Background: an optimization exercise with open tools, aiming at small area. Do not read the settings as production practice.
Only simulation tests tie the RTL to the original design; equivalence was not proved.
Power is estimated from default activity; no workload was simulated. No driver is modelled on the clock port, so clocking that relies on it looks cheaper here than on a real chip.

===== config.mk =====
export PLATFORM = sky130hd
export DESIGN_NAME = mips_register_file
export DESIGN_NICKNAME = mips_register_file
export VERILOG_FILES = /design/flow/design.v
export SDC_FILE = /design/flow/constraint.sdc
export NUM_CORES = 4
export LEC_CHECK = 0
export CAP_MARGIN = 30
export CORE_MARGIN = 2
export CORE_UTILIZATION = 30
export SLEW_MARGIN = 30
export SYNTH_HIERARCHICAL = 1

===== constraint.sdc =====
create_clock -name core_clock -period 5.0 [get_ports {clk}]
set_input_delay 1.0000 -clock core_clock [delete_from_list [all_inputs] [get_ports {clk}]]
set_output_delay 1.0000 -clock core_clock [all_outputs]
set_load 0.01 [all_outputs]

===== design.v =====
module mips_rf_aoi222 (
  input  logic a0, b0, a1, b1, a2, b2,
  output logic y
);
  assign y = ~((a0 & b0) | (a1 & b1) | (a2 & b2));
endmodule
module mips_rf_aoi22 (
  input  logic a0, b0, a1, b1,
  output logic y
);
  assign y = ~((a0 & b0) | (a1 & b1));
endmodule
module mips_rf_rdbit (
  input  logic [31:0] sel,
  input  logic [31:0] din,
  output logic        y
);
  logic [10:0] n;
  for (genvar k = 0; k < 10; k++) begin : g_aoi
    mips_rf_aoi222 u (
      .a0(sel[3*k]),   .b0(din[3*k]),
      .a1(sel[3*k+1]), .b1(din[3*k+1]),
      .a2(sel[3*k+2]), .b2(din[3*k+2]),
      .y(n[k])
    );
  end
  mips_rf_aoi22 u_last (
    .a0(sel[30]), .b0(din[30]), .a1(sel[31]), .b1(din[31]), .y(n[10])
  );
  assign y = ~&n;
endmodule
module mips_register_file #(
  parameter int DATA_W = 32,
  parameter int ADDR_W = 5
) (
  input  logic              clk,
  input  logic              rst_n,
  input  logic              rd_req,
  input  logic [31:0]       instruction_set,
  output logic [DATA_W-1:0] rs_data,
  output logic [DATA_W-1:0] rt_data,
  output logic              rd_valid,
  input  logic              wr_en,
  input  logic [ADDR_W-1:0] wr_addr,
  input  logic [DATA_W-1:0] wr_data,
  output logic [15:0]       wr_count
);
  localparam int NREG = 1 << ADDR_W;
  logic [DATA_W-1:0]  regs_q [NREG];
  logic [NREG-1:0]    valid_q;
  logic [NREG-1:0]    we;
  logic [NREG-1:0]    rs_sel, rt_sel;
  logic [DATA_W-1:0]  rs_q, rs_d;
  logic [DATA_W-1:0]  rt_q, rt_d;
  logic [15:0]        cnt_q;
  logic               valid_rd_q;
  logic [ADDR_W-1:0]  rs_idx, rt_idx;
  logic               wr_fire;
  assign rs_idx  = instruction_set[21 +: ADDR_W];
  assign rt_idx  = instruction_set[16 +: ADDR_W];
  assign wr_fire = wr_en && (wr_addr != '0);
  always_comb begin
    for (int i = 0; i < NREG; i++) begin
      we[i] = (i != 0) && wr_fire && (wr_addr == ADDR_W'(i));
    end
    rs_sel[0] = !rd_req;
    rt_sel[0] = !rd_req;
    for (int i = 1; i < NREG; i++) begin
      rs_sel[i] = rd_req && valid_q[i] && (rs_idx == ADDR_W'(i));
      rt_sel[i] = rd_req && valid_q[i] && (rt_idx == ADDR_W'(i));
    end
  end
  for (genvar b = 0; b < DATA_W; b++) begin : g_rd
    logic [NREG-1:0] rs_din, rt_din;
    assign rs_din[0] = rs_q[b];
    assign rt_din[0] = rt_q[b];
    for (genvar i = 1; i < NREG; i++) begin : g_din
      assign rs_din[i] = regs_q[i][b];
      assign rt_din[i] = regs_q[i][b];
    end
    mips_rf_rdbit u_rs (.sel(rs_sel), .din(rs_din), .y(rs_d[b]));
    mips_rf_rdbit u_rt (.sel(rt_sel), .din(rt_din), .y(rt_d[b]));
  end
  always_ff @(posedge clk or negedge rst_n) begin
    if (!rst_n) begin
      valid_rd_q <= 1'b0;
      rs_q       <= '0;
      rt_q       <= '0;
      cnt_q      <= '0;
      valid_q    <= '0;
    end else begin
      valid_rd_q <= rd_req;
      rs_q       <= rs_d;
      rt_q       <= rt_d;
      if (wr_fire && (cnt_q != 16'hFFFF)) cnt_q <= cnt_q + 16'd1;
      valid_q    <= valid_q | we;
    end
  end
  for (genvar g = 1; g < NREG; g++) begin : g_reg
    always_ff @(posedge clk) begin
      if (we[g]) regs_q[g] <= wr_data;
    end
  end
  assign rs_data  = rs_q;
  assign rt_data  = rt_q;
  assign rd_valid = valid_rd_q;
  assign wr_count = cnt_q;
endmodule

===== run.sh =====
#!/bin/bash
# synth_recipe.tcl (not shown) runs the flow's synth.tcl, then flattens the netlist and writes it again
# the make line also repeats each setting of config.mk as NAME=value (left out here)
make -C /OpenROAD-flow-scripts/flow DESIGN_CONFIG=/design/flow/config.mk WORK_HOME=/design/flow/orfs CLKGATE_MAP_FILE= SYNTH_SCRIPT=/design/flow/synth_recipe.tcl finish

==> results of run 1 <==
-- flip-flops by register name, summed over array words and instances (netlist names) --
| signal | count |
|---|---|
| regs_q | 992 |
| rs_q | 32 |
| valid_q | 31 |
| rt_q | 32 |
| cnt_q | 16 |
| valid_rd_q | 1 |
-- routing by layer --
| layer | track usage [%] | wire, um |
|---|---|---|
| met1 | 26.0 | 56400 |
| met2 | 34.3 | 75000 |
| met3 | 8.27 | 25000 |
| met4 | 12.5 | 9620 |
| met5 | 0.231 | 129 |
-- logic make-up after synthesis --
| group | synth area share, % |
|---|---|
| flip-flops | 75.8 |
| XOR/XNOR | 0.285 |
| adder cells (fa/ha/maj) | 0.0291 |
| AND/OR/NAND/NOR | 6.24 |
| buffers and inverters | 0.620 |
| multiplexers | 0.0349 |
| AO/OA/AOI/OAI | 17.0 |
-- modules after synthesis (local to each module, per instance) --
module | times used | cell area (um^2)
mips_rf_aoi22 | 64 | 12.5
mips_register_file | 1 | 34200
mips_rf_aoi222 | 640 | 10.0
mips_rf_rdbit | 64 | 23.8
-- report_power, final --
group | switching [W] | internal [W]
clock network | 0.00358 | 0.00473
logic | 0.000661 | 0.000512
registers | 0.000238 | 0.0103
total | 0.00448 | 0.0156
-- cell usage in the layout (no fill, tap or decap), drive strengths merged, types with 33 or more instances in the layout --
master	Yosys	final
nand3	75	75
clkdlybuf4s50	0	99
clkbuf	3	153
dfrtp	112	112
and3	71	71
nor2	41	41
a222oi	640	640
a22oi	64	64
nand4	134	134
clkinv	0	33
or3	65	65
edfxtp	992	992
buf	33	134
-- area by class of cell --
class,instances,area share [%]
inverters,1,0.00730
diodes,9,0.0438
flip-flops and latches,1104,63.4
repair buffers,234,4.63
clock buffers,152,5.84
multi-input cells,1186,20.3
well taps,1890,4.60
clock inverters,49,1.20
-- worst paths after layout --
kind	from	endpoint	slack (ns)	cells after the start
min	rst_n	valid_q[16]	0.36	1
max in group asynchronous	rst_n	rs_q[20]	3.55	2
max reg2reg	valid_q[12]	rs_q[7]	2.36	5
max	rd_req	rs_q[29]	1.48	7
min in group core_clock	valid_q[8]	valid_q[8]	0.48	1
min reg2reg	valid_q[8]	valid_q[8]	0.48	1
-- metrics by stage --
step	util [%]	total power, W	worst slack, ns	std cells	hold slack (ns)
2_1_floorplan	-	0.0112	1.33	2327	0.439
4_1_cts	36.3	0.0201	1.64	4615	0.386
3_5_place_dp	33.8	0.0120	0.855	4414	0.461
5_1_grt	36.2	0.0206	1.43	4618	0.416
3_3_place_gp	33.7	0.0119	0.916	4413	0.454
6_report	36.2	0.0201	1.48	4625	0.361
==> key figures, run 1 <==
Yosys
  – Post-Syn Area: roughly 43000 um^2
  – Cells after Synth: 2327
  – Post-synthesis cell type count: 34
  – Register area share after synthesis: around 76%
  – Top cells by count, synth: edfxtp_1, a222oi_1, nand4_1, dfrtp_1, nand3_1
  – Top-area cell type share of the netlist area: between 60% and 70%
  – Async set-reset flop share out of synthesis: 10.1%
  – Synthesis-stage register bit count: between 1000 and 1500
  – Synth Flop Type: edfxtp_1
  – EDFF count, synth: roughly 990
  – Synthesized area per cell: around 18 um^2
  – Cell taking the most area after synthesis: edfxtp_1
  – YS warnings: 8
  – Largest cells by area after synthesis: edfxtp_1, a222oi_1, dfrtp_1, nand4_1, a22oi_2
  – Syn_nets: roughly 2400
  – Most common cell in the netlist: edfxtp_1

Clock network
  – Clock Tree Root: clkbuf_16
  – CTS tree: built
  – CTS Hold Bufs: 0
  – CTS clk-pin slew, worst paths: approximately 0.060 ns
  – Post-CTS sizing: 0
  – Htree depth: 3
  – Post-CTS setup buffer count: 0
  – TritonCTS Sinks: around 1100
  – CTS Buf Count: between 100 and 150
  – Worst-Skew Late Latency: ~0.76 ns
  – CTS Buffer Depth: 3

STA
  – Post-Route Setup TNS: 0 ns
  – RSZ-0062 raised after global routing: no
  – F_max: 0.284 GHz
  – Tmin final: around 3.5 ns
  – Actual slew at the worst max-slew pin: between 1 and 1.5 ns
  – Slew HR: between 20 and 30%
  – Endpoints failing setup: 0
  – Hold Vio Cnt, Final: 0
  – Max Slew Vio Count: 0
  – Final setup skew: 0.0739 ns
  – Final period utilization: slightly above 70%

GRT
  – Initial antenna violation count: 17
  – Number of global-route vias before repair: ~30000
  – Largest net degree at the start of global routing: 84
  – GRT Util Overall: about 22%
  – Gr ovfl total: 0
  – First-pass GRT wire length: 227 mm

Floorplanning
  – Starting Density: 30.3%
  – Die width: between 300 and 400 um
  – Std-Cell Rows: approximately 140
  – Die Y: between 300 and 400 um
  – Die area: 146000 um^2
  – Io pins: around 150
  – Core Footprint: 142000 um^2

Job
  – Max-Cap Viols: 0

Placement
  – GP Congestion: ~0.9
  – Post-DP HPWL: approximately 97 mm
  – Port Buffers: ~130
  – Placed instance area: around 48000 um^2

Route
  – Vias per Instance: 6.65
  – 1st-iter DRT viols: between 7000 and 8000
  – Final WL: 166 mm
  – Antenna Violating Nets Remaining: 0
  – Vias: around 30000
  – DR WL/cell: around 36 um
  – DRC viols: 0
  – Pre-Repair DR Iteration Count: 11

Final layout
  – Filler cells: ~13000
  – Register area: roughly 33000 um^2
  – Cell area after layout: 51400 um^2
  – Layout cells sized above 1: about 17%
  – Area grow syn2layout: 19.7%
  – Multi-input logic area: between 10000 and 15000 um^2
  – Final net count: roughly 2700

Worst setup path
  – Critical Path Fanout Max: 23
  – Critical path class: in2reg
  – Worst Path Buf+Inv: 2
  – Crit path cell chain: clkdlybuf4s50_1 -> and3_1 -> and3_2 -> buf_4 -> a222oi_1 -> nand4_1 -> or3_1
  – Cell family with most CP delay: simple AND/OR/NAND/NOR gates
  – Required @ worst endpoint: approximately 5.6 ns
  – Slowest CP cell: clkdlybuf4s50_1
  – Critical Path Max Stage Delay: 0.65 ns
  – Crit path DAT: just over 4 ns
  – CP Capture Type: register
  – Startpoint types: input port

Pwr
  – Total leakage power: approximately 16 nW
  – IR drop worst, VDD: 330 uV
  – Pwr Density: 390 nW/um^2

Outcome
  – Run status: no timing/DRC/antenna violations

Worst hold path
  – Worst hold path class: in2async
==> run 2, diff against run 1 <==
==> flow/run.sh (new file) <==
#!/bin/bash
# The standard ORFS layout (standard.sh), with two changes to how it is built:
#  - the ports are buffered with the smallest buffer (buf_1) instead of clkdlybuf4s50_1;
#  - clock tree synthesis uses clkbuf_16 only, larger sink clusters and no dummy loads.
set -euo pipefail
export BUFFER_PORTS_ARGS="-buffer_cell sky130_fd_sc_hd__buf_1"
export CTS_ARGS="-sink_clustering_enable -repair_clock_nets -dont_use_dummy_load -buf_list sky130_fd_sc_hd__clkbuf_16 -sink_clustering_size 30 -sink_clustering_max_diameter 100"
bash standard.sh > standard_make.log 2>&1
==> standard.sh (new file) <==
#!/bin/bash
# synth_recipe.tcl (not shown) runs the flow's synth.tcl, then flattens the netlist and writes it again
# the make line also repeats each setting of config.mk as NAME=value (left out here)
make -C /OpenROAD-flow-scripts/flow DESIGN_CONFIG=/design/flow/config.mk WORK_HOME=/design/flow/orfs CLKGATE_MAP_FILE= SYNTH_SCRIPT=/design/flow/synth_recipe.tcl "${@:-finish}"
--- a/config.mk
+++ b/config.mk
@@ -7,6 +7,6 @@
 export LEC_CHECK = 0
 export CAP_MARGIN = 30
 export CORE_MARGIN = 2
-export CORE_UTILIZATION = 30
+export CORE_UTILIZATION = 60
 export SLEW_MARGIN = 30
 export SYNTH_HIERARCHICAL = 1
removed: run.sh
==> run 2 against run 1 <==
  * Sequential share of layout area rose by 6.3 points
  * Setup slack gained 0.18 ns
  * Still clean on timing, DRC and antenna
  * Synthesized area unchanged
  * Register-to-register slack worse by 0.10 ns
  * Clock power shrank about 50%
  * Critical path depth grew 1
==> key figures, run 2 <==
Outcome
  – Run status: no timing/DRC/antenna violations (unchanged)

Worst setup path
  – Critical path class: in2reg (unchanged)
  – Required @ worst endpoint: 5.51 ns (was 5.58 ns)
  – CP Capture Type: register (unchanged)
  – Most frequent CP cell: and3_1
  – Startpoint types: input port (unchanged)
  – Worst Path Buf+Inv: 2 (unchanged)
  – Slowest CP cell: and3_1 (was clkdlybuf4s50_1)
  – Crit path cell chain: buf_1 -> nor2b_1 -> and3_1 -> and3_1 -> buf_4 -> a222oi_1 -> nand4_1 -> or3_1 (was clkdlybuf4s50_1 -> and3_1 -> and3_2 -> buf_4 -> a222oi_1 -> nand4_1 -> or3_1)
  – Critical Path Fanout Max: 19 (was 23)
  – Critical Path Max Stage Delay: 0.52 ns (was 0.65 ns)
  – Crit path DAT: 3.85 ns (was 4.10 ns)
  – Cell family with most CP delay: simple AND/OR/NAND/NOR gates (unchanged)

GRT
  – Met3 usage: 14.6% (was 8.27%)
  – Met1 global-route usage: 53.6% (was 26.0%)
  – GRT Max-Usage Layer: met2 (unchanged)
  – GR Util met2: 61.2% (was 34.3%)
  – Number of global-route vias before repair: 29600 (was 30000)
  – Gr ovfl total: 0 (unchanged)
  – Initial antenna violation count: 14 (was 17)
  – First-pass GRT wire length: 210 mm (was 227 mm)
  – Largest net degree at the start of global routing: 65 (was 84)
  – GRT Util Overall: 40.7% (was 22.0%)

Yosys
  – Post-Syn Area: 43000 um^2 (unchanged)
  – Most common cell in the netlist: edfxtp_1 (unchanged)
  – Largest cells by area after synthesis: edfxtp_1, a222oi_1, dfrtp_1, nand4_1, a22oi_2 (unchanged)
  – Synthesis-stage register bit count: 1104 (unchanged)
  – Cells after Synth: 2327 (unchanged)
  – Post-synthesis cell type count: 34 (unchanged)
  – Cell taking the most area after synthesis: edfxtp_1 (unchanged)
  – EDFF count, synth: 992 (unchanged)
  – Top-area cell type share of the netlist area: 69.3% (unchanged)
  – Synthesized area per cell: 18.5 um^2 (unchanged)
  – Synth Flop Type: edfxtp_1 (unchanged)
  – Syn_nets: 2401 (unchanged)
  – Top cells by count, synth: edfxtp_1, a222oi_1, nand4_1, dfrtp_1, nand3_1 (unchanged)
  – Register area share after synthesis: 75.8% (unchanged)
  – YS warnings: 8 (unchanged)
  – Async set-reset flop share out of synthesis: 10.1% (unchanged)

Floorplanning
  – Die width: 272 um (was 382 um)
  – Io pins: 154 (unchanged)
  – Die Y: 272 um (was 382 um)
  – Starting Density: 60.3% (was 30.3%)
  – Core Footprint: 71200 um^2 (was 142000 um^2)
  – Std-Cell Rows: 98 (was 138)
  – Die area: 73800 um^2 (was 146000 um^2)

Clock network
  – CTS Buf Count: 43 (was 106)
  – CTS Hold Bufs: 0 (unchanged)
  – Clock Tree Root: clkbuf_16 (unchanged)
  – Htree depth: 2 (was 3)
  – CTS clk-pin slew, worst paths: 0.11 ns (was 0.06 ns)
  – TritonCTS Sinks: 1104 (unchanged)
  – Post-CTS sizing: 0 (unchanged)
  – Post-CTS setup buffer count: 0 (unchanged)
  – Worst-Skew Late Latency: 0.64 ns (was 0.76 ns)
  – CTS Buffer Depth: 3 (unchanged)
  – CTS tree: built (unchanged)

Route
  – Final WL: 153 mm (was 166 mm)
  – Antenna Violating Nets Remaining: 0 (unchanged)
  – Pre-Repair DR Iteration Count: 13 (was 11)
  – 1st-iter DRT viols: 7777 (was 7319)
  – DR WL/cell: 43.3 um (was 35.9 um)
  – Vias per Instance: 8.61 (was 6.65)
  – DRC viols: 0 (unchanged)
  – Vias: 30600 (was 30800)

Pwr
  – Pwr Density: 337 nW/um^2 (was 390 nW/um^2)
  – Total leakage power: 14.8 nW (was 16.3 nW)
  – Total power: 0.0158 W (was 0.0201 W)
  – IR drop worst, VDD: 319 uV (was 330 uV)

Placement
  – Placed cells: 3499 (was 4414)
  – Placed instance area: 45700 um^2 (was 47900 um^2)
  – Port Buffers: 131 (unchanged)
  – GP Congestion: 0.934 (was 0.884)
  – Post-DP HPWL: 84.5 mm (was 97.0 mm)

STA
  – Final period utilization: 66.8% (was 70.5%)
  – Hold slack: 0.239 ns (was 0.361 ns)
  – F_max: 0.299 GHz (was 0.284 GHz)
  – Tmin final: 3.34 ns (was 3.52 ns)
  – Endpoints failing setup: 0 (unchanged)
  – Actual slew at the worst max-slew pin: 1.13 ns (was 1.06 ns)
  – Max Slew Vio Count: 0 (unchanged)
  – Hold Vio Cnt, Final: 0 (unchanged)
  – Post-Route Setup TNS: 0 ns (unchanged)
  – Slew HR: 24.6% (was 29.3%)
  – RSZ-0062 raised after global routing: no (unchanged)
  – Final setup skew: 0.0613 ns (was 0.0739 ns)

Final layout
  – Fin cells: 3548 (was 4625)
  – Cell area after layout: 46800 um^2 (was 51400 um^2)
  – Area grow syn2layout: 8.86% (was 19.7%)
  – Commonest non-fill, non-tap cells in the layout: edfxtp_1, a222oi_1, nand4_1 (unchanged)
  – Top flop regs: regs_q: 992 flops, rs_q: 32 flops, rt_q: 32 flops (unchanged)
  – Largest register by flop count: regs_q (unchanged)
  – Most common cell after layout, fill and taps aside: edfxtp_1 (unchanged)
  – Max FFs per register: 992 (unchanged)
  – Layout cells sized above 1: 12.7% (was 17.4%)
  – Final net count: 2668 (was 2707)
  – Filler cells: 4927 (was 13300)

Job
  – Max-Cap Viols: 0 (unchanged)

Worst hold path
  – Worst hold path class: in2async (unchanged)
-- run 2: Yosys stat by module (local to each module, per instance) --
| module | cell area [um^2] | flip-flops and latches | copies in the design | cells inside |
|---|---|---|---|---|
| mips_register_file | 34200 | 1104 | 1 | 1367 |
| mips_rf_aoi22 | 12.5 | 0 | 64 | 1 |
| mips_rf_aoi222 | 10.0 | 0 | 640 | 1 |
| mips_rf_rdbit | 23.8 | 0 | 64 | 4 |
-- run 2: kinds of logic (layout without fill, tap and decap cells) --
kind of cell	count (synthesis)	after routing	share of synthesized area [%]
adder cells (fa/ha/maj)	1	1	0.0291
flip-flops	1104	1104	75.8
AND/OR/NAND/NOR	462	462	6.24
buffers and inverters	37	302	0.620
other	0	6	0
XOR/XNOR	14	14	0.285
AO/OA/AOI/OAI	708	708	17.0
multiplexers	1	1	0.0349
-- run 2: worst register-to-register path, stage by stage, from the launching register on --
cell and delay [ns]:
dfrtp_1 0.41, and3_1 0.48, buf_4 0.43, a222oi_1 0.47
nand4_1 0.40, or3_1 0.47
-- run 2: report_power, final --
part,switching (W),leakage [nW],internal [W]
registers,0.000228,10.3,0.0103
clock network,0.00263,0.530,0.00156
logic,0.000679,3.93,0.000342
total,0.00354,14.8,0.0122
-- run 2: worst paths after layout --
kind / start / to / slack [ns] / cells past startpoint
hold / removal: rst_n / cnt_q[14] / 0.24 / 1
hold reg to reg: valid_q[25] / valid_q[25] / 0.48 / 1
max in group asynchronous: rst_n / rs_q[5] / 3.64 / 2
setup / recovery: instruction_set[23] / rs_q[23] / 1.66 / 8
min in group core_clock: valid_q[25] / valid_q[25] / 0.48 / 1
setup reg to reg: valid_q[20] / rs_q[23] / 2.26 / 5
-- run 2: area by class of cell --
type	count	area, um^2	share of cell area [%]
well taps	950	1190	2.54
diodes	6	15.0	0.0321
inverters	1	3.75	0.00802
multi-input cells	1186	10400	22.2
clock buffers	43	1080	2.30
flip-flops and latches	1104	32600	69.7
repair buffers	258	1520	3.26
-- run 2: metal layers --
metal  share of wire [%]  vias up
met5               0.033        -
li1                    -    11700
met3                  17      520
met2                  44     2928
met4                 5.1       10
met1                  34    15400
-- run 2: per-stage QoR --
| step | util [%] | setup WS (ns) |
|---|---|---|
| 3_3_place_gp | 64.1 | 1.26 |
| 5_1_grt | 65.6 | 1.67 |
| 4_1_cts | 65.6 | 1.86 |
| 3_5_place_dp | 64.1 | 1.19 |
| 2_1_floorplan | - | 1.33 |
| 6_report | 65.7 | 1.66 |
==> run 3, diff against run 2 <==
--- a/config.mk
+++ b/config.mk
@@ -7,6 +7,6 @@
 export LEC_CHECK = 0
 export CAP_MARGIN = 30
 export CORE_MARGIN = 2
-export CORE_UTILIZATION = 60
+export CORE_UTILIZATION = 75
 export SLEW_MARGIN = 30
 export SYNTH_HIERARCHICAL = 1
==> run 3 against run 2 <==
  * Sequential share of layout area increased by 0.58 points
  * Synthesized cell count unchanged
  * Final area decreased by 0.82%
  * Combinational power about the same
  * Setup slack improved by 0.0098 ns
  * Count of clock-buffer cells in the layout decreased by 1
  * Clock power decreased by 3%
  * Critical path type unchanged
==> key figures, run 3 <==
Pwr
  – Combinational Power Share: 6.5% (about the same)
  – Clock power frac: 26.0% (was 26.6%)
  – IR drop worst, VDD: 387 uV (was 319 uV)
  – Switching Share: 22.1% (was 22.4%)
  – Pwr Density: 337 nW/um^2 (about the same)
  – Int Pwr: 0.0122 W (about the same)
  – Sequential share of power: 67.5% (was 67.0%)
  – Psw: 0.00345 W (was 0.00354 W)
  – Total leakage power: 14.7 nW (was 14.8 nW)
  – Total power: 0.0156 W (was 0.0158 W)

Yosys
  – Most common cell in the netlist: edfxtp_1 (unchanged)
  – Synthesized area per cell: 18.5 um^2 (unchanged)
  – Syn_nets: 2401 (unchanged)
  – Register area share after synthesis: 75.8% (unchanged)
  – Cells after Synth: 2327 (unchanged)
  – Post-synthesis cell type count: 34 (unchanged)
  – Synth Flop Type: edfxtp_1 (unchanged)
  – Top-area cell type share of the netlist area: 69.3% (unchanged)
  – EDFF count, synth: 992 (unchanged)
  – Largest cells by area after synthesis: edfxtp_1, a222oi_1, dfrtp_1, nand4_1, a22oi_2 (unchanged)
  – Top cells by count, synth: edfxtp_1, a222oi_1, nand4_1, dfrtp_1, nand3_1 (unchanged)
  – Post-Syn Area: 43000 um^2 (unchanged)
  – Async set-reset flop share out of synthesis: 10.1% (unchanged)
  – Synthesis-stage register bit count: 1104 (unchanged)
  – Cell taking the most area after synthesis: edfxtp_1 (unchanged)
  – YS warnings: 8 (unchanged)

STA
  – Hold Vio Cnt, Final: 0 (unchanged)
  – Actual slew at the worst max-slew pin: 1.12 ns (was 1.13 ns)
  – F_max: 0.300 GHz (was 0.299 GHz)
  – RSZ-0062 raised after global routing: no (unchanged)
  – Hold slack: 0.480 ns (was 0.239 ns)
  – Post-Route Setup TNS: 0 ns (unchanged)
  – Slew HR: 25.6% (was 24.6%)
  – Final period utilization: 66.6% (was 66.8%)
  – Tmin final: 3.33 ns (was 3.34 ns)
  – Setup ws final: 1.67 ns (was 1.66 ns)
  – Endpoints failing setup: 0 (unchanged)
  – Final setup skew: 0.0517 ns (was 0.0613 ns)
  – Max Slew Vio Count: 0 (unchanged)

Final layout
  – Area grow syn2layout: 7.97% (was 8.86%)
  – Most common cell after layout, fill and taps aside: edfxtp_1 (unchanged)
  – Top flop regs: regs_q: 992 flops, rs_q: 32 flops, rt_q: 32 flops (unchanged)
  – Commonest non-fill, non-tap cells in the layout: edfxtp_1, a222oi_1, nand4_1 (unchanged)
  – Max FFs per register: 992 (unchanged)
  – Layout cells sized above 1: 12.1% (was 12.7%)
  – Cell area after layout: 46400 um^2 (was 46800 um^2)
  – Final net count: 2645 (was 2668)
  – Largest register by flop count: regs_q (unchanged)

Floorplanning
  – Starting Density: 76.1% (was 60.3%)
  – Die Y: 243 um (was 272 um)
  – Core Footprint: 56500 um^2 (was 71200 um^2)
  – Die area: 59200 um^2 (was 73800 um^2)
  – Io pins: 154 (unchanged)
  – Die width: 243 um (was 272 um)
  – Std-Cell Rows: 87 (was 98)

Worst setup path
  – Crit path cell chain: buf_1 -> and2_1 -> nor2b_1 -> and3_1 -> buf_4 -> a222oi_1 -> nand4_1 -> or3_1 (was buf_1 -> nor2b_1 -> and3_1 -> and3_1 -> buf_4 -> a222oi_1 -> nand4_1 -> or3_1)
  – CP Capture Type: register (unchanged)
  – Critical path class: in2reg (unchanged)
  – Worst Path Buf+Inv: 2 (unchanged)
  – Slowest CP cell: or3_1 (was and3_1)
  – Cell family with most CP delay: simple AND/OR/NAND/NOR gates (unchanged)
  – Critical Path Max Stage Delay: 0.52 ns (about the same)
  – Startpoint types: input port (unchanged)
  – Crit path DAT: 3.85 ns (about the same)
  – Critical Path Fanout Max: 21 (was 19)
  – Required @ worst endpoint: 5.52 ns (was 5.51 ns)

Placement
  – Placed instance area: 45200 um^2 (was 45700 um^2)
  – Port Buffers: 131 (unchanged)
  – Post-DP HPWL: 79.1 mm (was 84.5 mm)
  – Placement Setup Slack: 1.23 ns (was 1.19 ns)
  – GP Congestion: 1.01 (was 0.934)

Route
  – Pre-Repair DR Iteration Count: 14 (was 13)
  – 1st-iter DRT viols: 8845 (was 7777)
  – Final WL: 142 mm (was 153 mm)
  – Antenna Violating Nets Remaining: 0 (unchanged)
  – Vias per Instance: 9.30 (was 8.61)
  – DR WL/cell: 42.5 um (was 43.3 um)
  – DRC viols: 0 (unchanged)
  – Vias: 31000 (was 30600)

Job
  – Max-Cap Viols: 0 (unchanged)

GRT
  – GRT Util Overall: 47.3% (was 40.7%)
  – Number of global-route vias before repair: 30400 (was 29600)
  – Initial antenna violation count: 16 (was 14)
  – First-pass GRT wire length: 198 mm (was 210 mm)
  – Gr ovfl total: 0 (unchanged)
  – Largest net degree at the start of global routing: 65 (unchanged)

Clock network
  – Post-CTS setup buffer count: 0 (unchanged)
  – Htree depth: 2 (unchanged)
  – CTS Hold Bufs: 0 (unchanged)
  – Clock Tree Root: clkbuf_16 (unchanged)
  – CTS clk-pin slew, worst paths: 0.10 ns (was 0.11 ns)
  – CTS Buffer Depth: 3 (unchanged)
  – Post-CTS sizing: 0 (unchanged)
  – Worst-Skew Late Latency: 0.65 ns (was 0.64 ns)
  – CTS tree: built (unchanged)
  – CTS Buf Count: 42 (was 43)
  – TritonCTS Sinks: 1104 (unchanged)

Worst hold path
  – Worst hold path class: in2async (unchanged)

Outcome
  – Run status: no timing/DRC/antenna violations (unchanged)
run 3: worst paths after layout:
kind	start	end	slack, ns	cells after the start
worst min-delay path	rst_n	cnt_q[2]	0.48	1
worst max register to register	valid_q[12]	rt_q[26]	2.30	5
worst min register to register	valid_q[6]	valid_q[6]	0.49	1
worst max-delay path	instruction_set[18]	rt_q[26]	1.67	8
min in group core_clock	valid_q[6]	valid_q[6]	0.49	1
max in group asynchronous	rst_n	rt_q[15]	3.67	2
run 3: worst register-to-register path, delay by kind of cell, from the launching register on:
| kind | cells | cell delay [ns] |
|---|---|---|
| AND/OR/NAND/NOR | 3 | 1.40 |
| AO/OA/AOI/OAI | 1 | 0.45 |
| flip-flops | 1 | 0.40 |
| buffers and inverters | 1 | 0.37 |
run 3: logic make-up after synthesis:
logic type / count (synthesis) / synth area share (%)
adder cells (fa/ha/maj): 1 / 0.0291
flip-flops: 1104 / 75.8
AND/OR/NAND/NOR: 462 / 6.24
XOR/XNOR: 14 / 0.285
multiplexers: 1 / 0.0349
buffers and inverters: 37 / 0.620
AO/OA/AOI/OAI: 708 / 17.0
run 3: power by group through the flow:
stage          Clock [W]  Combinational (W)  Sequential, W
5_1_grt          0.00432            0.00105         0.0106
4_1_cts          0.00402           0.000971         0.0105
2_1_floorplan          0           0.000507         0.0107
3_5_place_dp           0           0.000960         0.0107
6_report         0.00407            0.00102         0.0106
3_3_place_gp           0           0.000922         0.0107
run 3: modules after synthesis, one instance, submodules excluded:
module | flops+latches | cells | copies in the design
mips_register_file | 1104 | 1367 | 1
mips_rf_aoi22 | 0 | 1 | 64
mips_rf_aoi222 | 0 | 1 | 640
mips_rf_rdbit | 0 | 4 | 64
run 3: layer usage:
metal  share of wire, %  vias to the layer above  track usage [%]
li1                   -                    11700                -
met1                 29                    14800             60.4
met2                 43                     3679             69.2
met3                 20                      797             20.3
met4                6.6                       18             25.5
met5               0.20                        -             1.96
run 3: area by class of cell:
cell class	instances	area [um^2]
multi-input combinational	1186	10400
tap	756	946
sequential	1104	32600
inverter	1	3.75
timing repair buffer	236	1390
clock buffer	42	1050
antenna	6	15.0
fill	2844	10100
run 3: metrics by stage:
step / instances / utilization [%]
floorplan: 2327 / -
global placement: 3279 / 80.0
detailed placement: 3281 / 80.1
CTS: 3323 / 81.9
global route: 3325 / 82.1
finish: 3331 / 82.1
==> run 4, diff against run 3 <==
--- a/design.v
+++ b/design.v
@@ -4,18 +4,19 @@
 );
   assign y = ~((a0 & b0) | (a1 & b1) | (a2 & b2));
 endmodule
-module mips_rf_aoi22 (
-  input  logic a0, b0, a1, b1,
+module mips_rf_ao221 (
+  input  logic a0, b0, a1, b1, c,
   output logic y
 );
-  assign y = ~((a0 & b0) | (a1 & b1));
+  assign y = (a0 & b0) | (a1 & b1) | c;
 endmodule
 module mips_rf_rdbit (
   input  logic [31:0] sel,
   input  logic [31:0] din,
   output logic        y
 );
-  logic [10:0] n;
+  logic [9:0] n;
+  logic       d;
   for (genvar k = 0; k < 10; k++) begin : g_aoi
     mips_rf_aoi222 u (
       .a0(sel[3*k]),   .b0(din[3*k]),
@@ -24,10 +25,10 @@
       .y(n[k])
     );
   end
-  mips_rf_aoi22 u_last (
-    .a0(sel[30]), .b0(din[30]), .a1(sel[31]), .b1(din[31]), .y(n[10])
+  assign d = ~&n;
+  mips_rf_ao221 u_last (
+    .a0(sel[30]), .b0(din[30]), .a1(sel[31]), .b1(din[31]), .c(d), .y(y)
   );
-  assign y = ~&n;
 endmodule
 module mips_register_file #(
   parameter int DATA_W = 32,
--- a/config.mk
+++ b/config.mk
@@ -7,6 +7,6 @@
 export LEC_CHECK = 0
 export CAP_MARGIN = 30
 export CORE_MARGIN = 2
-export CORE_UTILIZATION = 75
+export CORE_UTILIZATION = 60
 export SLEW_MARGIN = 30
 export SYNTH_HIERARCHICAL = 1
==> run 4 against run 3 <==
  * Still clean
  * Core utilization decreased by 16 points
  * Global-route usage decreased by 7.8 points
  * Synthesized area decreased by 0.56%
  * Via count decreased by 2.5%
  * Register-to-register slack got worse by 0.12 ns
  * Routed wire length increased by 4.7%
  * First-iteration DRC count decreased by 17%
  * Critical path type unchanged
  * Largest cell class unchanged
==> key figures, run 4 <==
Clock network
  – TritonCTS Sinks: 1104 (unchanged)
  – Clock Tree Root: clkbuf_16 (unchanged)
  – CTS clk-pin slew, worst paths: 0.11 ns (was 0.10 ns)
  – CTS Buf Count: 42 (unchanged)
  – CTS tree: built (unchanged)
  – CTS Buffer Depth: 3 (unchanged)
  – Post-CTS setup buffer count: 0 (unchanged)
  – Worst-Skew Late Latency: 0.65 ns (about the same)
  – Htree depth: 2 (unchanged)
  – Post-CTS sizing: 0 (unchanged)
  – CTS Hold Bufs: 0 (unchanged)

STA
  – F_max: 0.291 GHz (was 0.300 GHz)
  – Max Slew Vio Count: 0 (unchanged)
  – Hold Vio Cnt, Final: 0 (unchanged)
  – Tmin final: 3.43 ns (was 3.33 ns)
  – RSZ-0062 raised after global routing: no (unchanged)
  – Final setup skew: 0.0450 ns (was 0.0517 ns)
  – Post-Route Setup TNS: 0 ns (unchanged)
  – Endpoints failing setup: 0 (unchanged)
  – Final period utilization: 68.6% (was 66.6%)
  – Actual slew at the worst max-slew pin: 1.01 ns (was 1.12 ns)
  – Slew HR: 32.6% (was 25.6%)

Final layout
  – Commonest non-fill, non-tap cells in the layout: edfxtp_1, a222oi_1, nand4_1 (unchanged)
  – Max FFs per register: 992 (unchanged)
  – Register area: 32600 um^2 (unchanged)
  – Top flop regs: regs_q: 992 flops, rs_q: 32 flops, rt_q: 32 flops (unchanged)
  – Multi-input logic area: 10200 um^2 (was 10400 um^2)
  – Layout cells sized above 1: 9.79% (was 12.1%)
  – Final net count: 2651 (was 2645)
  – Number of diodes: 0 (was 6)
  – Most common cell after layout, fill and taps aside: edfxtp_1 (unchanged)
  – Largest register by flop count: regs_q (unchanged)
  – Area grow syn2layout: 8.62% (was 7.97%)
  – Filler cells: 4865 (was 2844)
  – Finished Core Util: 66.1% (was 82.1%)

Worst setup path
  – Required @ worst endpoint: 5.51 ns (was 5.52 ns)
  – Critical Path Fanout Max: 32 (was 21)
  – Crit path DAT: 3.94 ns (was 3.85 ns)
  – Worst r2r path cells: 6 (was 5)
  – Critical path class: in2reg (unchanged)
  – Worst reg2reg setup slack: 2.18 ns (was 2.30 ns)
  – Critical R2R Launch: valid_q[22] (was valid_q[12])
  – Startpoint types: input port (unchanged)
  – CP Capture Type: register (unchanged)
  – R2r endpoint: rt_q[3] (was rt_q[26])

Worst hold path
  – Worst hold path class: in2async (unchanged)

Route
  – DRC viols: 0 (unchanged)
  – DR WL/cell: 42.2 um (was 42.5 um)
  – Vias: 30200 (was 31000)
  – Vias per Instance: 8.59 (was 9.30)
  – Pre-Repair DR Iteration Count: 9 (was 14)
  – Antenna Violating Nets Remaining: 0 (unchanged)
  – 1st-iter DRT viols: 7306 (was 8845)
  – Final WL: 148 mm (was 142 mm)

Pwr
  – IR drop worst, VDD: 317 uV (was 387 uV)
  – Switching Share: 22.4% (was 22.1%)
  – Pwr Density: 340 nW/um^2 (was 337 nW/um^2)
  – Int Pwr: 0.0123 W (was 0.0122 W)
  – Psw: 0.00354 W (was 0.00345 W)
  – Total power: 0.0158 W (was 0.0156 W)
  – Clock power frac: 26.2% (was 26.0%)
  – Combinational Power Share: 7.0% (was 6.5%)
  – Sequential share of power: 66.8% (was 67.5%)
  – Total leakage power: 15.0 nW (was 14.7 nW)

Yosys
  – Synthesis-stage register bit count: 1104 (unchanged)
  – Post-Syn Area: 42700 um^2 (was 43000 um^2)
  – Cells after Synth: 2327 (unchanged)
  – YS warnings: 8 (unchanged)
  – Post-synthesis cell type count: 34 (unchanged)
  – Synth Flop Type: edfxtp_1 (unchanged)
  – EDFF count, synth: 992 (unchanged)
  – Register area share after synthesis: 76.3% (was 75.8%)
  – Largest cells by area after synthesis: edfxtp_1, a222oi_1, dfrtp_1, nand4_1, a221o_1 (was edfxtp_1, a222oi_1, dfrtp_1, nand4_1, a22oi_2)
  – Cell taking the most area after synthesis: edfxtp_1 (unchanged)
  – Top-area cell type share of the netlist area: 69.7% (was 69.3%)
  – Synthesized area per cell: 18.4 um^2 (was 18.5 um^2)
  – Top cells by count, synth: edfxtp_1, a222oi_1, nand4_1, dfrtp_1, nand2_1 (was edfxtp_1, a222oi_1, nand4_1, dfrtp_1, nand3_1)
  – Async set-reset flop share out of synthesis: 10.1% (unchanged)
  – Most common cell in the netlist: edfxtp_1 (unchanged)
  – Syn_nets: 2401 (unchanged)

Floorplanning
  – Core Footprint: 70300 um^2 (was 56500 um^2)
  – Die area: 73400 um^2 (was 59200 um^2)
  – Die Y: 271 um (was 243 um)
  – Die width: 271 um (was 243 um)
  – Io pins: 154 (unchanged)
  – Std-Cell Rows: 97 (was 87)
  – Starting Density: 60.8% (was 76.1%)

GRT
  – GRT Util Overall: 39.5% (was 47.3%)
  – Largest net degree at the start of global routing: 110 (was 65)
  – Initial antenna violation count: 7 (was 16)
  – Gr ovfl total: 0 (unchanged)
  – First-pass GRT wire length: 205 mm (was 198 mm)
  – Number of global-route vias before repair: 29400 (was 30400)

Outcome
  – Run status: no timing/DRC/antenna violations (unchanged)

Job
  – Max-Cap Viols: 0 (unchanged)

Placement
  – Port Buffers: 131 (unchanged)
  – Post-DP HPWL: 82.9 mm (was 79.1 mm)
  – GP Congestion: 0.939 (was 1.01)
## run 4: area by class of cell
cell class                      instances  share of cell area (%)
Sequential cell                      1104                    70.2
Multi-Input combinational cell       1186                    21.9
Timing Repair Buffer                  242                    3.05
Tap cell                              940                    2.53
Clock buffer                           42                    2.26
Inverter                                1                 0.00809
## run 4: metal layers
| layer | part of all wire, % | vias to the layer above | track usage (%) |
|---|---|---|---|
| met5 | 0.047 | - | 0.461 |
| met4 | 4.9 | 6 | 17.8 |
| met2 | 45 | 2840 | 59.2 |
| met1 | 33 | 15200 | 52.4 |
| met3 | 17 | 507 | 13.8 |
| li1 | - | 11700 | - |
## run 4: modules after synthesis, one instance, submodules excluded
module	cells	copies in the design	flops+latches
mips_register_file	1367	1	1104
mips_rf_aoi222	1	640	0
mips_rf_ao221	1	64	0
mips_rf_rdbit	4	64	0
## run 4: cells by family after synthesis
logic type | Yosys count | share of synthesized area (%)
xor gates and xnor gates | 14 | 0.287
DFF | 1104 | 76.3
adders and majority gates | 1 | 0.0293
AOI/OAI and AO/OA | 708 | 16.7
muxes | 1 | 0.0351
buffers and inverters | 37 | 0.624
and+or+nand+nor | 462 | 6.09
## run 4: stage by stage
stage	instances	setup WS, ns	area (um^2)	hold WS [ns]
after CTS	3514	1.83	46400	0.171
after detailed placement	3472	1.17	45300	0.460
after floorplan	2327	1.10	42700	0.439
after global placement	3471	1.10	45200	0.457
final	3515	1.57	46400	0.200
after global routing	3515	1.54	46400	0.172
## run 4: worst max-delay path by stage
stage / startpoint / end / cells past startpoint
global route: instruction_set[16] / rt_q[12] / 9
detailed placement: instruction_set[16] / rt_q[2] / 9
floorplan: rd_req / rs_q[0] / 8
CTS: instruction_set[23] / rs_q[21] / 9
finish: instruction_set[17] / rt_q[21] / 9
global placement: rd_req / rs_q[3] / 9
## run 4: power groups by stage
stage / Combinational, W / Clock (W) / Sequential (W)
after floorplan: 0.000576 / 0 / 0.0107
after global placement: 0.00104 / 0 / 0.0107
after detailed placement: 0.00108 / 0 / 0.0107
after CTS: 0.00108 / 0.00414 / 0.0105
after global routing: 0.00117 / 0.00444 / 0.0106
final: 0.00111 / 0.00413 / 0.0105
## run 4: critical path, cell delays in order
cell and delay, ns:
buf_1 0.13, nor2b_1 0.23, and3_1 0.26, and3_1 0.19
buf_4 0.34, a222oi_1 0.47, nand4_1 0.53, or3_1 0.53
a221o_1 0.27
==> run 5, diff against run 4 <==
--- a/design.v
+++ b/design.v
@@ -51,8 +51,8 @@
   logic [NREG-1:0]    valid_q;
   logic [NREG-1:0]    we;
   logic [NREG-1:0]    rs_sel, rt_sel;
-  logic [DATA_W-1:0]  rs_q, rs_d;
-  logic [DATA_W-1:0]  rt_q, rt_d;
+  logic [DATA_W-1:0]  rs_d;
+  logic [DATA_W-1:0]  rt_d;
   logic [15:0]        cnt_q;
   logic               valid_rd_q;
   logic [ADDR_W-1:0]  rs_idx, rt_idx;
@@ -72,27 +72,24 @@
     end
   end
   for (genvar b = 0; b < DATA_W; b++) begin : g_rd
-    logic [NREG-1:0] rs_din, rt_din;
-    assign rs_din[0] = rs_q[b];
-    assign rt_din[0] = rt_q[b];
-    for (genvar i = 1; i < NREG; i++) begin : g_din
-      assign rs_din[i] = regs_q[i][b];
-      assign rt_din[i] = regs_q[i][b];
+    logic [NREG-1:1] col;
+    for (genvar i = 1; i < NREG; i++) begin : g_col
+      assign col[i] = regs_q[i][b];
     end
-    mips_rf_rdbit u_rs (.sel(rs_sel), .din(rs_din), .y(rs_d[b]));
-    mips_rf_rdbit u_rt (.sel(rt_sel), .din(rt_din), .y(rt_d[b]));
+    mips_rf_rdbit u_rs (.sel(rs_sel), .din({col, rs_data[b]}), .y(rs_d[b]));
+    mips_rf_rdbit u_rt (.sel(rt_sel), .din({col, rt_data[b]}), .y(rt_d[b]));
   end
   always_ff @(posedge clk or negedge rst_n) begin
     if (!rst_n) begin
       valid_rd_q <= 1'b0;
-      rs_q       <= '0;
-      rt_q       <= '0;
+      rs_data    <= '0;
+      rt_data    <= '0;
       cnt_q      <= '0;
       valid_q    <= '0;
     end else begin
       valid_rd_q <= rd_req;
-      rs_q       <= rs_d;
-      rt_q       <= rt_d;
+      rs_data    <= rs_d;
+      rt_data    <= rt_d;
       if (wr_fire && (cnt_q != 16'hFFFF)) cnt_q <= cnt_q + 16'd1;
       valid_q    <= valid_q | we;
     end
@@ -102,8 +99,6 @@
       if (we[g]) regs_q[g] <= wr_data;
     end
   end
-  assign rs_data  = rs_q;
-  assign rt_data  = rt_q;
   assign rd_valid = valid_rd_q;
   assign wr_count = cnt_q;
 endmodule
==> run 5 against run 4 <==
  * Worst hold slack better by 0.27 ns
  * Fmax decreased by 5.7%
  * Setup slack got worse by 0.21 ns
  * Register-to-register slack lost 0.20 ns
  * Critical endpoint is now rt_data[29]
  * Largest cell class unchanged
==> key figures, run 5 <==
Yosys
  – Async set-reset flop share out of synthesis: 10.1% (unchanged)
  – Most common cell in the netlist: edfxtp_1 (unchanged)
  – Post-synthesis cell type count: 33 (was 34)
  – Post-Syn Area: 42500 um^2 (was 42700 um^2)
  – Fraction of the mapped netlist area in simple logic gates: 6.12% (was 6.09%)
  – Synthesized area per cell: 18.5 um^2 (was 18.4 um^2)
  – Top cells by count, synth: edfxtp_1, a222oi_1, nand4_1, dfrtp_1, nand2_1 (unchanged)
  – Post-synthesis compound-gate area fraction: 16.8% (was 16.7%)
  – Register area share after synthesis: 76.7% (was 76.3%)
  – XOR/XNOR Fraction of Synth Area: 0.289% (was 0.287%)
  – Adder-cell share of the synthesized area: 0.0294% (was 0.0293%)
  – Mux cell area share after synthesis: 0.0353% (was 0.0351%)
  – Syn_nets: 2369 (was 2401)
  – Top-area cell type share of the netlist area: 70.1% (was 69.7%)
  – YS warnings: 8 (unchanged)
  – Largest cells by area after synthesis: edfxtp_1, a222oi_1, dfrtp_1, nand4_1, a221o_1 (unchanged)
  – Synth Flop Type: edfxtp_1 (unchanged)
  – Largest family of logic cells by synthesized area: compound AO/OA/AOI/OAI gates (unchanged)
  – Cells after Synth: 2295 (was 2327)
  – EDFF count, synth: 992 (unchanged)
  – Cell taking the most area after synthesis: edfxtp_1 (unchanged)
  – Synthesis-stage register bit count: 1104 (unchanged)

Worst setup path
  – Critical Path Stages: 9 (unchanged)
  – Crit path DAT: 4.19 ns (was 3.94 ns)
  – Worst reg2reg setup slack: 1.98 ns (was 2.18 ns)
  – Cell family with most CP delay: simple AND/OR/NAND/NOR gates (unchanged)
  – Slowest CP cell: and3_1 (was nand4_1)
  – Startpoint types: input port (unchanged)
  – Critical path class: in2reg (unchanged)
  – Crit path cell chain: buf_1 -> nor2b_1 -> and3_1 -> and3_1 -> buf_4 -> a222oi_1 -> nand4_1 -> or3_1 -> a221o_1 (unchanged)
  – R2r endpoint: rt_data[29] (was rt_q[3])
  – Critical Path Fanout Max: 17 (was 32)
  – Worst Path Buf+Inv: 2 (unchanged)
  – Required @ worst endpoint: 5.54 ns (was 5.51 ns)
  – Most frequent CP cell: and3_1 (unchanged)
  – Critical Path Max Stage Delay: 0.53 ns (about the same)
  – Critical R2R Launch: valid_q[26] (was valid_q[22])
  – Worst setup startpoint: instruction_set[17] (unchanged)
  – CP Capture Type: register (unchanged)
  – CP endpoint: rt_data[29] (was rt_q[21])
  – Worst r2r path cells: 6 (unchanged)

STA
  – RSZ-0062 raised after global routing: no (unchanged)
  – Actual slew at the worst max-slew pin: 1.06 ns (was 1.01 ns)
  – F_max: 0.275 GHz (was 0.291 GHz)
  – Hold Vio Cnt, Final: 0 (unchanged)
  – Post-Route Setup TNS: 0 ns (unchanged)
  – Tmin final: 3.64 ns (was 3.43 ns)
  – Slew HR: 29.3% (was 32.6%)
  – Final setup skew: 0.0266 ns (was 0.0450 ns)
  – Max Slew Vio Count: 0 (unchanged)
  – Endpoints failing setup: 0 (unchanged)
  – Final period utilization: 72.8% (was 68.6%)

GRT
  – Number of global-route vias before repair: 29700 (was 29400)
  – Gr ovfl total: 0 (unchanged)
  – Initial antenna violation count: 11 (was 7)
  – First-pass GRT wire length: 204 mm (was 205 mm)
  – Largest net degree at the start of global routing: 65 (was 110)
  – GRT Util Overall: 39.5% (about the same)

Worst hold path
  – Worst hold path class: in2async (unchanged)

Final layout
  – Filler cells: 4814 (was 4865)
  – Top flop regs: regs_q: 992 flops, rs_data: 32 flops, rt_data: 32 flops (was regs_q: 992 flops, rs_q: 32 flops, rt_q: 32 flops)
  – Max FFs per register: 992 (unchanged)
  – Area grow syn2layout: 9.14% (was 8.62%)
  – Final net count: 2654 (was 2651)
  – Largest register by flop count: regs_q (unchanged)
  – Cell area after layout: 46400 um^2 (about the same)
  – Commonest non-fill, non-tap cells in the layout: edfxtp_1, a222oi_1, nand4_1 (unchanged)
  – Most common cell after layout, fill and taps aside: edfxtp_1 (unchanged)
  – Layout cells sized above 1: 9.85% (was 9.79%)

Pwr
  – Total leakage power: 15.0 nW (about the same)
  – IR drop worst, VDD: 324 uV (was 317 uV)
  – Pwr Density: 341 nW/um^2 (was 340 nW/um^2)

Placement
  – Port Buffers: 131 (unchanged)
  – Post-DP HPWL: 85.5 mm (was 82.9 mm)
  – GP Congestion: 0.920 (was 0.939)
  – Placed instance area: 45300 um^2 (about the same)

Clock network
  – Post-CTS sizing: 0 (unchanged)
  – CTS Hold Bufs: 0 (unchanged)
  – CTS Buf Count: 42 (unchanged)
  – Clock Tree Root: clkbuf_16 (unchanged)
  – Post-CTS setup buffer count: 0 (unchanged)
  – CTS tree: built (unchanged)
  – CTS Buffer Depth: 3 (unchanged)
  – Worst-Skew Late Latency: 0.65 ns (about the same)
  – Htree depth: 2 (unchanged)
  – TritonCTS Sinks: 1104 (unchanged)
  – CTS clk-pin slew, worst paths: 0.12 ns (was 0.11 ns)

Route
  – Final WL: 148 mm (about the same)
  – Vias: 30100 (was 30200)
  – Pre-Repair DR Iteration Count: 17 (was 9)
  – DRC viols: 0 (unchanged)
  – Vias per Instance: 8.54 (was 8.59)
  – DR WL/cell: 41.9 um (was 42.2 um)
  – Antenna Violating Nets Remaining: 0 (unchanged)
  – 1st-iter DRT viols: 7613 (was 7306)

Job
  – Max-Cap Viols: 0 (unchanged)

Floorplanning
  – Die Y: 270 um (was 271 um)
  – Die area: 73000 um^2 (was 73400 um^2)
  – Die width: 270 um (was 271 um)
  – Std-Cell Rows: 97 (unchanged)
  – Io pins: 154 (unchanged)
  – Core Footprint: 70000 um^2 (was 70300 um^2)
  – Starting Density: 60.7% (was 60.8%)

Outcome
  – Run status: no timing/DRC/antenna violations (unchanged)
[run 5: cell count changes in the layout (fill, tap and decap cells not counted)]
| cell | change |
|---|---|
| buf_12 | -1 |
| buf_1 | +1 |
| buf_4 | +6 |
| and3_4 | -7 |
| diode_2 | +7 |
| and3_2 | +7 |
| buf_2 | -1 |
| buf_16 | -2 |
[run 5: metrics by stage]
step / setup WS [ns] / util [%] / hold WS [ns] / total power, W / cells
floorplan: 1.10 / - / 0.439 / 0.0112 / 2295
global placement: 0.874 / 64.6 / 0.458 / 0.0118 / 3476
detailed placement: 0.922 / 64.7 / 0.464 / 0.0118 / 3476
CTS: 1.60 / 66.2 / 0.488 / 0.0158 / 3518
global route: 1.41 / 66.2 / 0.506 / 0.0162 / 3521
finish: 1.36 / 66.2 / 0.467 / 0.0158 / 3525
[run 5: final cells by class]
cell class,count,area (um^2),area share [%]
antenna,7,17.5,0.0378
clock buffer,42,1050,2.27
inverter,1,3.75,0.00809
multi-input combinational,1186,10200,21.9
sequential,1104,32600,70.3
tap,940,1180,2.54
timing repair buffer,245,1380,2.98
[run 5: worst min-delay path by stage]
stage             endpoint  slack, ns  cells after the start
6_report          cnt_q[5]       0.47                      1
5_1_grt        valid_q[25]       0.51                      1
4_1_cts         valid_q[4]       0.49                      1
3_5_place_dp    valid_q[4]       0.46                      1
3_3_place_gp    valid_q[4]       0.46                      1
2_1_floorplan  valid_q[13]       0.44                      1
[run 5: power by group]
group / total [W] / switching [W] / internal (W) / leakage, nW
clock: 0.00418 / 0.00265 / 0.00153 / 0.518
combinational: 0.00111 / 0.000712 / 0.000394 / 4.10
sequential: 0.0105 / 0.000216 / 0.0103 / 10.3
total: 0.0158 / 0.00358 / 0.0123 / 15.0
[run 5: per-layer routing]
| metal | wire length (um) | global-route usage [%] | up-vias |
|---|---|---|---|
| met5 | 182 | 1.58 | - |
| li1 | - | - | 11700 |
| met3 | 24200 | 12.1 | 543 |
| met2 | 66100 | 59.6 | 2877 |
| met4 | 8590 | 21.7 | 6 |
| met1 | 48700 | 51.5 | 15000 |
[run 5: cell families (layout without fill, tap and decap cells)]
kind of cell / count (synthesis) / in the layout
flip-flops: 1104 / 1104
AO/OA/AOI/OAI: 708 / 708
XOR/XNOR: 14 / 14
adder cells (fa/ha/maj): 1 / 1
buffers and inverters: 5 / 288
multiplexers: 1 / 1
other: 0 / 7
AND/OR/NAND/NOR: 462 / 462
[run 5: worst register-to-register path, delay by kind of cell, from the launching register on]
| family | cells | cell delay, ns |
|---|---|---|
| and+or+nand+nor | 3 | 1.46 |
| buffers and inverters | 1 | 0.44 |
| DFF | 1 | 0.40 |
| AOI/OAI and AO/OA | 2 | 0.62 |
[run 5: per-module statistics from Yosys, one instance, submodules excluded]
module	flops+latches	cell area [um^2]	cells
mips_register_file	1104	34000	1335
mips_rf_rdbit	0	22.5	4
mips_rf_ao221	0	10.0	1
mips_rf_aoi222	0	10.0	1
==> run 6, diff against run 5 <==
==> flow/run.sh (replaced) <==
#!/bin/bash
# The standard ORFS layout (standard.sh), with two changes to how it is built:
#  - the ports are buffered with the smallest buffer (buf_1) instead of clkdlybuf4s50_1;
#  - clock tree synthesis uses clkbuf_16 at the leaves and clkbuf_8 above them, larger sink clusters and no dummy loads.
set -euo pipefail
export BUFFER_PORTS_ARGS="-buffer_cell sky130_fd_sc_hd__buf_1"
export CTS_ARGS="-sink_clustering_enable -repair_clock_nets -dont_use_dummy_load -buf_list sky130_fd_sc_hd__clkbuf_16 -sink_clustering_size 30 -sink_clustering_max_diameter 100 -root_buf sky130_fd_sc_hd__clkbuf_8 -tree_buf sky130_fd_sc_hd__clkbuf_8"
bash standard.sh > standard_make.log 2>&1
--- a/config.mk
+++ b/config.mk
@@ -8,5 +8,6 @@
 export CAP_MARGIN = 30
 export CORE_MARGIN = 2
 export CORE_UTILIZATION = 60
+export PLACE_DENSITY = 0.8
 export SLEW_MARGIN = 30
 export SYNTH_HIERARCHICAL = 1
==> run 6 against run 5 <==
  * Total power is 0.91% lower
  * Worst hold slack worse by 0.16 ns
  * Sequential power hardly changed
  * Count of clock-buffer cells in the layout stayed put
  * Routed wire length is 3.4% lower
  * First-iteration DRC count is 19% higher
  * Global-route usage is 1.4 points lower
  * Register-to-register slack better by 0.30 ns
  * Clock skew is 0.013 ns higher
  * Highest routed layer unchanged
==> key figures, run 6 <==
Placement
  – Placed instance area: 45200 um^2 (was 45300 um^2)
  – Placed cells: 3463 (was 3476)
  – Port Buffers: 131 (unchanged)
  – Placement Setup Slack: 1.11 ns (was 0.922 ns)
  – Post-DP HPWL: 80.0 mm (was 85.5 mm)
  – GP Congestion: 0.950 (was 0.920)

Final layout
  – Top flop regs: regs_q: 992 flops, rs_data: 32 flops, rt_data: 32 flops (unchanged)
  – Largest register by flop count: regs_q (unchanged)
  – Final net count: 2641 (was 2654)
  – Cell area after layout: 46200 um^2 (was 46400 um^2)
  – Max FFs per register: 992 (unchanged)
  – Layout cells sized above 1: 9.08% (was 9.85%)
  – Area grow syn2layout: 8.69% (was 9.14%)
  – Commonest non-fill, non-tap cells in the layout: edfxtp_1, a222oi_1, nand4_1 (unchanged)
  – Most common cell after layout, fill and taps aside: edfxtp_1 (unchanged)
  – Fin cells: 3509 (was 3525)

Floorplanning
  – Starting Density: 60.7% (unchanged)
  – Die Y: 270 um (unchanged)
  – Io pins: 154 (unchanged)
  – Die area: 73000 um^2 (unchanged)
  – Core Footprint: 70000 um^2 (unchanged)
  – Die width: 270 um (unchanged)
  – Std-Cell Rows: 97 (unchanged)

Clock network
  – CTS Hold Bufs: 0 (unchanged)
  – Post-CTS setup buffer count: 0 (unchanged)
  – TritonCTS Sinks: 1104 (unchanged)
  – Post-CTS sizing: 0 (unchanged)
  – Worst-Skew Late Latency: 0.79 ns (was 0.65 ns)
  – CTS Buf Count: 42 (unchanged)
  – Htree depth: 2 (unchanged)
  – Clock Tree Root: clkbuf_8 (was clkbuf_16)
  – CTS clk-pin slew, worst paths: 0.12 ns (about the same)
  – CTS Buffer Depth: 3 (unchanged)
  – CTS tree: built (unchanged)

Yosys
  – EDFF count, synth: 992 (unchanged)
  – Largest cells by area after synthesis: edfxtp_1, a222oi_1, dfrtp_1, nand4_1, a221o_1 (unchanged)
  – Cell taking the most area after synthesis: edfxtp_1 (unchanged)
  – Synthesized area per cell: 18.5 um^2 (unchanged)
  – Post-Syn Area: 42500 um^2 (unchanged)
  – Cells after Synth: 2295 (unchanged)
  – YS warnings: 8 (unchanged)
  – Top-area cell type share of the netlist area: 70.1% (unchanged)
  – Register area share after synthesis: 76.7% (unchanged)
  – Synthesis-stage register bit count: 1104 (unchanged)
  – Top cells by count, synth: edfxtp_1, a222oi_1, nand4_1, dfrtp_1, nand2_1 (unchanged)
  – Syn_nets: 2369 (unchanged)
  – Synth Flop Type: edfxtp_1 (unchanged)
  – Most common cell in the netlist: edfxtp_1 (unchanged)
  – Async set-reset flop share out of synthesis: 10.1% (unchanged)
  – Post-synthesis cell type count: 33 (unchanged)

Worst setup path
  – Worst Path Buf+Inv: 2 (unchanged)
  – Required @ worst endpoint: 5.71 ns (was 5.54 ns)
  – CP Capture Type: register (unchanged)
  – Crit path DAT: 4.00 ns (was 4.19 ns)
  – Slowest CP cell: and3_1 (unchanged)
  – Startpoint types: input port (unchanged)
  – Crit path cell chain: buf_1 -> nor2b_1 -> nor3b_1 -> and3_1 -> buf_4 -> a222oi_1 -> nand4_1 -> or3_1 -> a221o_1 (was buf_1 -> nor2b_1 -> and3_1 -> and3_1 -> buf_4 -> a222oi_1 -> nand4_1 -> or3_1 -> a221o_1)
  – Critical path class: in2reg (unchanged)
  – Cell family with most CP delay: simple AND/OR/NAND/NOR gates (unchanged)
  – Critical Path Max Stage Delay: 0.86 ns (was 0.53 ns)
  – Critical R2R Launch: valid_q[21] (was valid_q[26])
  – Worst setup startpoint: instruction_set[21] (was instruction_set[17])
  – Critical Path Fanout Max: 14 (was 17)

Route
  – Pre-Repair DR Iteration Count: 14 (was 17)
  – DRC viols: 0 (unchanged)
  – 1st-iter DRT viols: 9079 (was 7613)
  – DR WL/cell: 40.7 um (was 41.9 um)
  – Vias per Instance: 8.78 (was 8.54)
  – Antenna Violating Nets Remaining: 0 (unchanged)
  – Vias: 30800 (was 30100)
  – Final WL: 143 mm (was 148 mm)

Pwr
  – Pwr Density: 340 nW/um^2 (was 341 nW/um^2)
  – Total leakage power: 14.9 nW (was 15.0 nW)
  – IR drop worst, VDD: 206 uV (was 324 uV)
  – Total power: 0.0157 W (was 0.0158 W)

Worst hold path
  – Worst hold path class: in2async (unchanged)

STA
  – Final period utilization: 65.9% (was 72.8%)
  – Actual slew at the worst max-slew pin: 1.13 ns (was 1.06 ns)
  – Max Slew Vio Count: 0 (unchanged)
  – RSZ-0062 raised after global routing: no (unchanged)
  – Endpoints failing setup: 0 (unchanged)
  – Hold Vio Cnt, Final: 0 (unchanged)
  – Post-Route Setup TNS: 0 ns (unchanged)
  – F_max: 0.304 GHz (was 0.275 GHz)
  – Tmin final: 3.29 ns (was 3.64 ns)
  – Final setup skew: 0.0393 ns (was 0.0266 ns)
  – Slew HR: 24.2% (was 29.3%)
  – Setup ws final: 1.71 ns (was 1.36 ns)

Outcome
  – Run status: no timing/DRC/antenna violations (unchanged)

GRT
  – GRT Util Overall: 38.1% (was 39.5%)
  – Number of global-route vias before repair: 31000 (was 29700)
  – Gr ovfl total: 0 (unchanged)
  – Initial antenna violation count: 12 (was 11)
  – First-pass GRT wire length: 201 mm (was 204 mm)
  – Largest net degree at the start of global routing: 65 (unchanged)

Job
  – Max-Cap Viols: 0 (unchanged)
## run 6: cell counts after synthesis
Identical to the previous run, type by type.
## run 6: area by class of cell
class                           count  area (um^2)
Antenna cell                        4         10.0
Clock buffer                       42          995
Fill cell                        4534        23800
Inverter                            1         3.75
Multi-Input combinational cell   1186        10100
Sequential cell                  1104        32600
Tap cell                          940         1180
Timing Repair Buffer              232         1300
## run 6: path summary, 6_finish.rpt
path / to / slack (ns) / depth (start not counted)
worst max-delay path: rs_data[14] / 1.71 / 9
worst min-delay path: cnt_q[5] / 0.31 / 1
worst max register to register: rs_data[9] / 2.28 / 6
worst min register to register: valid_q[3] / 0.49 / 1
max in group asynchronous: rt_data[20] / 3.74 / 2
min in group core_clock: valid_q[3] / 0.49 / 1
## run 6: cell families (layout without fill, tap and decap cells)
logic type | Yosys count | after routing | share of synthesized area, %
AO/OA/AOI/OAI | 708 | 708 | 16.8
buffers and inverters | 5 | 275 | 0.0618
XOR/XNOR | 14 | 14 | 0.289
flip-flops | 1104 | 1104 | 76.7
AND/OR/NAND/NOR | 462 | 462 | 6.12
other | 0 | 4 | 0
adder cells (fa/ha/maj) | 1 | 1 | 0.0294
multiplexers | 1 | 1 | 0.0353
## run 6: report_power, final
group | internal (W) | switching [W] | total (W) | leakage (nW)
logic | 0.000389 | 0.000707 | 0.00110 | 4.09
clock network | 0.00142 | 0.00261 | 0.00403 | 0.492
registers | 0.0103 | 0.000228 | 0.0106 | 10.3
## run 6: per-module statistics from Yosys, one instance, submodules excluded
module              cell area [um^2]  times used  cells
mips_rf_rdbit                   22.5          64      4
mips_register_file             34000           1   1335
mips_rf_aoi222                  10.0         640      1
mips_rf_ao221                   10.0          64      1
## run 6: per-layer routing
| metal | GRT usage, % | wire length [um] |
|---|---|---|
| met2 | 56.8 | 62700 |
| met1 | 46.5 | 41600 |
| met3 | 15.6 | 27800 |
| met4 | 23.7 | 10600 |
| met5 | 0.263 | 61 |
## run 6: stage by stage
stage,hold slack [ns],util (%)
2_1_floorplan,0.439,-
3_3_place_gp,0.455,64.5
3_5_place_dp,0.459,64.5
4_1_cts,0.424,65.9
5_1_grt,0.368,65.9
6_report,0.305,66.0
==> run 7, diff against run 6 <==
--- a/config.mk
+++ b/config.mk
@@ -7,7 +7,6 @@
 export LEC_CHECK = 0
 export CAP_MARGIN = 30
 export CORE_MARGIN = 2
-export CORE_UTILIZATION = 60
-export PLACE_DENSITY = 0.8
+export CORE_UTILIZATION = 70
 export SLEW_MARGIN = 30
 export SYNTH_HIERARCHICAL = 1
==> run 7 against run 6 <==
  * Via count decreased by 2.1%
  * Still clean on timing, DRC and antenna
  * Register-to-register slack worse by 0.28 ns
  * Final area decreased by 0.11%
  * Synthesized cell count unchanged
  * Non-clock buffer count rose by 6
  * Total power fell by 0.44%
  * First-iteration DRC count is 12% lower
  * Setup slack lost 0.15 ns
  * Synthesized area unchanged
==> key figures, run 7 <==
Outcome
  – Run status: no timing/DRC/antenna violations (unchanged)

Worst setup path
  – Worst setup startpoint: instruction_set[23] (was instruction_set[21])
  – Most frequent CP cell: and3_1
  – Required @ worst endpoint: 5.65 ns (was 5.71 ns)
  – Cell family with most CP delay: simple AND/OR/NAND/NOR gates (unchanged)

Yosys
  – Register area share after synthesis: 76.7% (unchanged)
  – Mux cell area share after synthesis: 0.0353% (unchanged)
  – Most common cell in the netlist: edfxtp_1 (unchanged)
  – Cell taking the most area after synthesis: edfxtp_1 (unchanged)
  – Cells after Synth: 2295 (unchanged)
  – Synthesized area per cell: 18.5 um^2 (unchanged)
  – Top cells by count, synth: edfxtp_1, a222oi_1, nand4_1, dfrtp_1, nand2_1 (unchanged)
  – Top-area cell type share of the netlist area: 70.1% (unchanged)
  – Largest family of logic cells by synthesized area: compound AO/OA/AOI/OAI gates (unchanged)
  – Async set-reset flop share out of synthesis: 10.1% (unchanged)
  – Fraction of the mapped netlist area in simple logic gates: 6.12% (unchanged)

Final layout
  – Top flop regs: regs_q: 992 flops, rs_data: 32 flops, rt_data: 32 flops (unchanged)
  – Commonest non-fill, non-tap cells in the layout: edfxtp_1, a222oi_1, nand4_1 (unchanged)
  – Layout cells sized above 1: 9.22% (was 9.08%)
  – Max FFs per register: 992 (unchanged)
  – Area grow syn2layout: 8.57% (was 8.69%)

Worst hold path
  – Worst hold path class: in2async (unchanged)

Route
  – DR WL/cell: 41.7 um (was 40.7 um)
  – Vias: 30200 (was 30800)

Clock network
  – Htree depth: 2 (unchanged)
  – Clock Tree Root: clkbuf_8 (unchanged)
  – CTS Buf Count: 42 (unchanged)
  – CTS clk-pin slew, worst paths: 0.11 ns (was 0.12 ns)

Placement
  – Placement Setup Slack: 0.912 ns (was 1.11 ns)

Floorplanning
  – Die Y: 250 um (was 270 um)

STA
  – Final setup skew: 0.0452 ns (was 0.0393 ns)
  – Endpoints failing setup: 0 (unchanged)

GRT
  – First-pass GRT wire length: 195 mm (was 201 mm)
  – Number of global-route vias before repair: 29700 (was 31000)
-- run 7: report_power, final --
part,switching (W),leakage (nW),total (W),internal (W)
combinational,0.000696,4.13,0.00109,0.000393
sequential,0.000221,10.3,0.0106,0.0103
clock,0.00256,0.492,0.00398,0.00142
-- run 7: path summary, 6_finish.rpt --
check | endpoint | slack (ns) | depth (start not counted)
max in group asynchronous | valid_q[24] | 4.08 | 2
worst min-delay path | cnt_q[15] | 0.34 | 2
worst min register to register | valid_q[9] | 0.49 | 1
worst max register to register | rt_data[27] | 2.00 | 6
worst max-delay path | rs_data[28] | 1.56 | 9
min in group core_clock | valid_q[9] | 0.49 | 1
-- run 7: per-module statistics from Yosys, one instance, submodules excluded --
module              area [um^2]  cells inside
mips_register_file        34000          1335
mips_rf_rdbit              22.5             4
mips_rf_ao221              10.0             1
mips_rf_aoi222             10.0             1
-- run 7: cell type report --
type / instances / area [um^2] / area share (%)
flip-flops and latches: 1104 / 32600 / 70.6
well taps: 782 / 978 / 2.12
multi-input cells: 1186 / 10100 / 21.9
repair buffers: 238 / 1440 / 3.12
inverters: 1 / 3.75 / 0.00814
diodes: 3 / 7.51 / 0.0163
clock buffers: 42 / 995 / 2.16
-- run 7: cell families (layout without fill, tap and decap cells) --
kind of cell               after synthesis  in the layout
DFF                                   1104           1104
other                                    0              3
and+or+nand+nor                        462            462
buffers and inverters                    5            281
adders and majority gates                1              1
xor gates and xnor gates                14             14
muxes                                    1              1
AOI/OAI and AO/OA                      708            708
-- run 7: worst reg2reg max path: cells and delay by family (launching register included) --
kind                   cells  cell delay (ns)
AO/OA/AOI/OAI              2             0.72
buffers and inverters      1             0.40
AND/OR/NAND/NOR            3             1.35
flip-flops                 1             0.40
-- run 7: metrics by stage --
step | utilization (%) | hold slack [ns] | power (W) | instance area (um^2) | std cells
2_1_floorplan | - | 0.439 | 0.0112 | 42500 | 2295
3_3_place_gp | 74.8 | 0.455 | 0.0117 | 45000 | 3305
3_5_place_dp | 74.8 | 0.461 | 0.0118 | 45000 | 3306
4_1_cts | 76.5 | 0.350 | 0.0155 | 46000 | 3348
5_1_grt | 76.7 | 0.393 | 0.0159 | 46100 | 3355
6_report | 76.7 | 0.336 | 0.0156 | 46100 | 3356
-- run 7: layer usage --
| metal | vias up | part of all wire, % | GRT usage (%) |
|---|---|---|---|
| met5 | - | 0.065 | 0.541 |
| li1 | 11700 | - | - |
| met1 | 14600 | 31 | 55.6 |
| met2 | 3318 | 45 | 66.7 |
| met3 | 633 | 19 | 16.6 |
| met4 | 8 | 5.8 | 22.7 |

Re-timed with assumed drivers on the ports (clkbuf_16 on the clock, buf_2 on other inputs), run 7 has 1.601 ns of setup slack against 1.556 ns with ideal ports, and 0.795 ns once port delays also move by the mid clock arrival of 0.805 ns.
